Background: an optimization exercise with open tools, aiming at small area. Do not read the settings as production practice.
Only simulation tests tie the RTL to the original design; equivalence was not proved.
Power figures rest on the tool's default switching activity, not on a simulated workload.

// least_squares_slope_core
module least_squares_slope_core (
    input  logic                                   clk,
    input  logic                                   rst_n,
    input  logic                                   start,
    output logic                                   busy,
    input  logic signed [lss_pkg::SAMPLE_BITS-1:0] x_value,
    input  logic signed [lss_pkg::SAMPLE_BITS-1:0] y_value,
    input  logic                                   last_pair,
    output logic                                   done,
    output logic signed [lss_pkg::OUT_W-1:0]       slope,
    output logic                                   no_spread,
    output logic                                   saturated,
    output logic                                   overflowed,
    output logic [lss_pkg::CNT_W-1:0]              pair_count
);
==> flow/config.mk <==
export PLATFORM = sky130hd
export DESIGN_NAME = least_squares_slope_core
export DESIGN_NICKNAME = least_squares_slope_core
export VERILOG_FILES = /design/flow/design.v
export SDC_FILE = /design/flow/constraint.sdc
export NUM_CORES = 4
export LEC_CHECK = 0
export ABC_AREA = 1
export CAP_MARGIN = 20
export CORE_MARGIN = 2
export CORE_UTILIZATION = 60
export CTS_BUF_LIST = sky130_fd_sc_hd__clkbuf_8
export CTS_CLUSTER_DIAMETER = 50
export CTS_CLUSTER_SIZE = 15
export PLACE_DENSITY = 0.75
export SLEW_MARGIN = 20
==> flow/constraint.sdc <==
create_clock -name core_clock -period 11.0 [get_ports {clk}]
set_input_delay 2.2000 -clock core_clock [delete_from_list [all_inputs] [get_ports {clk}]]
set_output_delay 2.2000 -clock core_clock [all_outputs]
set_load 0.01 [all_outputs]
standard.sh (not shown) runs the stock make flow with config.mk's settings and CLKGATE_MAP_FILE= SYNTH_SCRIPT=/design/flow/synth_recipe.tcl, a recipe that flattens the netlist after the stock synthesis.
==> flow/flow/run.sh <==
#!/bin/bash
# The standard layout (the standard.sh, unchanged synthesis and steps), with one change:
# the port buffers that global placement inserts are made from the smallest buffer cell.
set -euo pipefail
export BUFFER_PORTS_ARGS="-buffer_cell sky130_fd_sc_hd__buf_1"
bash standard.sh > standard.log 2>&1
Then changed:
CORE_UTILIZATION = 75   (was 60)
PLACE_DENSITY = 0.85   (was 0.75)
The new run completed with no timing, DRC or antenna violations.
Routed wire length grows by roughly a tenth.
Hold slack stays flat.
Utilization grows by 17 points.
Via count grows by a few percent.
Cell count shrinks by a few percent.
Setup slack gets worse by 0.10 ns.
Clock skew is about the same.
First-iteration DRC count grows by well over a third.
Global-route usage grows by 9.6 points.
Total power grows by a few percent.
Non-clock buffer count stays the same.
Then changed:
ABC_AREA = not set   (was 1)
CORE_UTILIZATION = 60   (was 75)
PLACE_DENSITY = 0.75   (was 0.85)
After rerunning:
- The new run completed with no timing, DRC or antenna violations
- final area grows slightly
- via count shrinks by roughly a tenth
- total power shrinks slightly
- worst setup slack got worse by 0.32 ns
Then changed:
CORE_UTILIZATION = 40   (was 60)
CTS_CLUSTER_DIAMETER = 60   (was 50)
CTS_CLUSTER_SIZE = 18   (was 15)
PLACE_DENSITY = 0.6   (was 0.75)
After rerunning: The changed run finished with timing, DRC and antenna clean; setup slack loses 0.012 ns; worst hold slack loses 0.012 ns; cell count increases by 11%; clock skew barely changes.

========
least_squares_slope_core, a different RTL version from the one above (not shown whole).
For scale: roughly 770 cells after synthesis, about 260 flip-flops, ~84 I/O pins, about 8100 sq um of cells after synthesis.
clock: 11.0 ns
lec_check: 0
abc_area: 1
cap_margin: 20
core_margin: 2
core_utilization: 60
cts_buf_list: sky130_fd_sc_hd__clkbuf_8
cts_cluster_diameter: 50
cts_cluster_size: 15
place_density: 0.75
slew_margin: 20
==> flow/flow/run.sh <==
#!/bin/bash
# The standard layout with these changes:
# - synthesis is the standard flow's own script (synth_recipe.tcl) with two changes: ABC maps the logic with
#   flow/abc_area.script (deeper area optimisation) instead of ORFS's abc_area.script, and the
#   adders are left to ABC rather than mapped to the adder cells first (ADDER_MAP_FILE empty);
#   the registers, their names and cell types are those of the standard synthesis;
# - the port buffers that global placement inserts are made from the smallest buffer cell;
# - clock tree synthesis inserts no dummy loads and builds the tree from clkbuf_4 cells.
# Each tool's output goes to a log of its own in this folder (synth.log, layout.log) and, as in
# the standard flow, to ORFS's logs under orfs/logs.
set -euo pipefail
here=$(pwd)
export MY_ABC_SCRIPT="$here/flow/abc_area.script"
export BUFFER_PORTS_ARGS="-buffer_cell sky130_fd_sc_hd__buf_1"
export CTS_ARGS="-sink_clustering_enable -repair_clock_nets -dont_use_dummy_load -buf_list sky130_fd_sc_hd__clkbuf_4 -sink_clustering_size 9 -sink_clustering_max_diameter 35"

# synth_recipe.tcl with a wrapper around abc that swaps in our script
{
  head -n 1 synth_recipe.tcl
  cat <<'TCL'
proc abc {args} {
  set i [lsearch -exact $args -script]
  if {$i >= 0} {
    lset args [expr {$i + 1}] $::env(MY_ABC_SCRIPT)
  }
  yosys abc {*}$args
}
TCL
  tail -n +2 synth_recipe.tcl
} > own_synth.tcl
sed "s#SYNTH_SCRIPT=[^ ]*#SYNTH_SCRIPT=$here/own_synth.tcl ADDER_MAP_FILE=#" standard.sh > own_synth.sh
grep -q "SYNTH_SCRIPT=$here/own_synth.tcl ADDER_MAP_FILE=" own_synth.sh

bash own_synth.sh synth > synth.log 2>&1
bash standard.sh > layout.log 2>&1
==> flow/flow/abc_area.script <==
strash
&get -n
&deepsyn -T 90
&put
dch -f
amap
topo
stime -c
dnsize -c
Edit:
==> flow/flow/run.sh (replaced) <==
#!/bin/bash
# The standard layout with these changes:
# - synthesis is the standard flow's own script (synth_recipe.tcl) with one addition: ABC maps the logic with
#   flow/abc_area.script (deeper area optimisation) instead of ORFS's abc_area.script; the
#   registers, their names and cell types are those of the standard synthesis;
# - the port buffers that global placement inserts are made from the smallest buffer cell;
# - clock tree synthesis inserts no dummy loads and builds the tree from clkbuf_4 cells.
# Each tool's output goes to a log of its own in this folder (synth.log, layout.log) and, as in
# the standard flow, to ORFS's logs under orfs/logs.
set -euo pipefail
here=$(pwd)
export MY_ABC_SCRIPT="$here/flow/abc_area.script"
export BUFFER_PORTS_ARGS="-buffer_cell sky130_fd_sc_hd__buf_1"
export CTS_ARGS="-sink_clustering_enable -repair_clock_nets -dont_use_dummy_load -buf_list sky130_fd_sc_hd__clkbuf_4 -sink_clustering_size 12 -sink_clustering_max_diameter 40"

# synth_recipe.tcl with a wrapper around abc that swaps in our script
{
  head -n 1 synth_recipe.tcl
  cat <<'TCL'
proc abc {args} {
  set i [lsearch -exact $args -script]
  if {$i >= 0} {
    lset args [expr {$i + 1}] $::env(MY_ABC_SCRIPT)
  }
  yosys abc {*}$args
}
TCL
  tail -n +2 synth_recipe.tcl
} > own_synth.tcl
sed "s#SYNTH_SCRIPT=[^ ]*#SYNTH_SCRIPT=$here/own_synth.tcl#" standard.sh > own_synth.sh
grep -q "SYNTH_SCRIPT=$here/own_synth.tcl" own_synth.sh

bash own_synth.sh synth > synth.log 2>&1
bash standard.sh > layout.log 2>&1
Sequential power is lower by 21%.
Die area rises by 2.0%.
Area after synthesis climbs by 2.1%.
Maximum frequency rises by 1.7%.
Edit:
==> flow/flow/run.sh (replaced) <==
#!/bin/bash
# The standard layout with these changes:
# - synthesis is the standard flow's own script (synth_recipe.tcl) with two changes: ABC maps the logic with
#   flow/abc_area.script (deeper area optimisation) instead of ORFS's abc_area.script, and the
#   adders are left to ABC rather than mapped to the adder cells first (ADDER_MAP_FILE empty);
#   the registers, their names and cell types are those of the standard synthesis;
# - the port buffers that global placement inserts are made from the smallest buffer cell;
# - clock tree synthesis inserts no dummy loads and builds the tree from clkbuf_4 cells.
# Each tool's output goes to a log of its own in this folder (synth.log, layout.log) and, as in
# the standard flow, to ORFS's logs under orfs/logs.
set -euo pipefail
here=$(pwd)
export MY_ABC_SCRIPT="$here/flow/abc_area.script"
export BUFFER_PORTS_ARGS="-buffer_cell sky130_fd_sc_hd__buf_1"
export CTS_ARGS="-sink_clustering_enable -repair_clock_nets -dont_use_dummy_load -buf_list sky130_fd_sc_hd__clkbuf_4 -sink_clustering_size 10 -sink_clustering_max_diameter 40"

# synth_recipe.tcl with a wrapper around abc that swaps in our script
{
  head -n 1 synth_recipe.tcl
  cat <<'TCL'
proc abc {args} {
  set i [lsearch -exact $args -script]
  if {$i >= 0} {
    lset args [expr {$i + 1}] $::env(MY_ABC_SCRIPT)
  }
  yosys abc {*}$args
}
TCL
  tail -n +2 synth_recipe.tcl
} > own_synth.tcl
sed "s#SYNTH_SCRIPT=[^ ]*#SYNTH_SCRIPT=$here/own_synth.tcl ADDER_MAP_FILE=#" standard.sh > own_synth.sh
grep -q "SYNTH_SCRIPT=$here/own_synth.tcl ADDER_MAP_FILE=" own_synth.sh

bash own_synth.sh synth > synth.log 2>&1
bash standard.sh > layout.log 2>&1
The changed run completed with no timing, DRC or antenna violations.
Power goes up by 33%.
Clock skew climbs by 0.017 ns.
Via count increases by 2.6%.
Edit:
--- a/flow/flow/run.sh
+++ b/flow/flow/run.sh
@@ -1,8 +1,7 @@
 #!/bin/bash
 # The standard layout with these changes:
-# - synthesis is the standard flow's own script (synth_recipe.tcl) with two changes: ABC maps the logic with
-#   flow/abc_area.script (deeper area optimisation) instead of ORFS's abc_area.script, and the
-#   adders are left to ABC rather than mapped to the adder cells first (ADDER_MAP_FILE empty);
-#   the registers, their names and cell types are those of the standard synthesis;
+# - synthesis is the standard flow's own script (synth_recipe.tcl) with one addition: ABC maps the logic with
+#   flow/abc_area.script (deeper area optimisation) instead of ORFS's abc_area.script; the
+#   registers, their names and cell types are those of the standard synthesis;
 # - the port buffers that global placement inserts are made from the smallest buffer cell;
 # - clock tree synthesis inserts no dummy loads and builds the tree from clkbuf_4 cells.
@@ -29,6 +28,6 @@
   tail -n +2 synth_recipe.tcl
 } > own_synth.tcl
-sed "s#SYNTH_SCRIPT=[^ ]*#SYNTH_SCRIPT=$here/own_synth.tcl ADDER_MAP_FILE=#" standard.sh > own_synth.sh
-grep -q "SYNTH_SCRIPT=$here/own_synth.tcl ADDER_MAP_FILE=" own_synth.sh
+sed "s#SYNTH_SCRIPT=[^ ]*#SYNTH_SCRIPT=$here/own_synth.tcl#" standard.sh > own_synth.sh
+grep -q "SYNTH_SCRIPT=$here/own_synth.tcl" own_synth.sh
 
 bash own_synth.sh synth > synth.log 2>&1
=> Cell area is higher slightly. Routed wire length is lower by a few percent. Worst setup slack gains 0.11 ns. Power is lower by a quarter to a third. Global-route usage is lower by 2.0 points. Via count is lower by a few percent. Clock power stays flat.

-- port drivers added, routing unchanged --
Ports are ideal in the flow. The routed layouts listed here were re-timed in OpenROAD.
Step 1 sets driving cells, clkbuf_16 on the clock port and buf_2 on the other inputs (assumed; they add their load-dependent delay and slew).
Step 2 times the ports against the registers' clock, not the clock port: input delays grow and output delays shrink by t, the midpoint of the rising clock arrivals with the driver on.
a / b / c = no drivers / after step 1 / after step 2; a / b = the first two.
| run | t (ns) | setup slack, ns | worst setup path after step 2 |
|---|---|---|---|
| the first run of note 1 | 0.563 | 4.728 / 4.728 / 4.728 | register to register |
| the second run of note 1 | 0.562 | 4.627 / 4.627 / 4.627 | register to register |
| the third run of note 1 | 0.595 | 4.303 / 4.303 / 4.303 | register to register |
| the fourth run of note 1 | 0.587 | 4.291 / 4.291 / 4.291 | register to register |
| the first run of note 2 | 0.629 | 3.922 / 3.922 / 3.922 | register to register |
| the second run of note 2 | 0.682 | 4.039 / 4.039 / 4.039 | register to register |
| the third run of note 2 | 0.625 | 3.922 / 3.922 / 3.922 | register to register |
| the fourth run of note 2 | 0.625 | 4.036 / 4.036 / 4.036 | register to register |
After both steps every run listed still meets setup and hold.
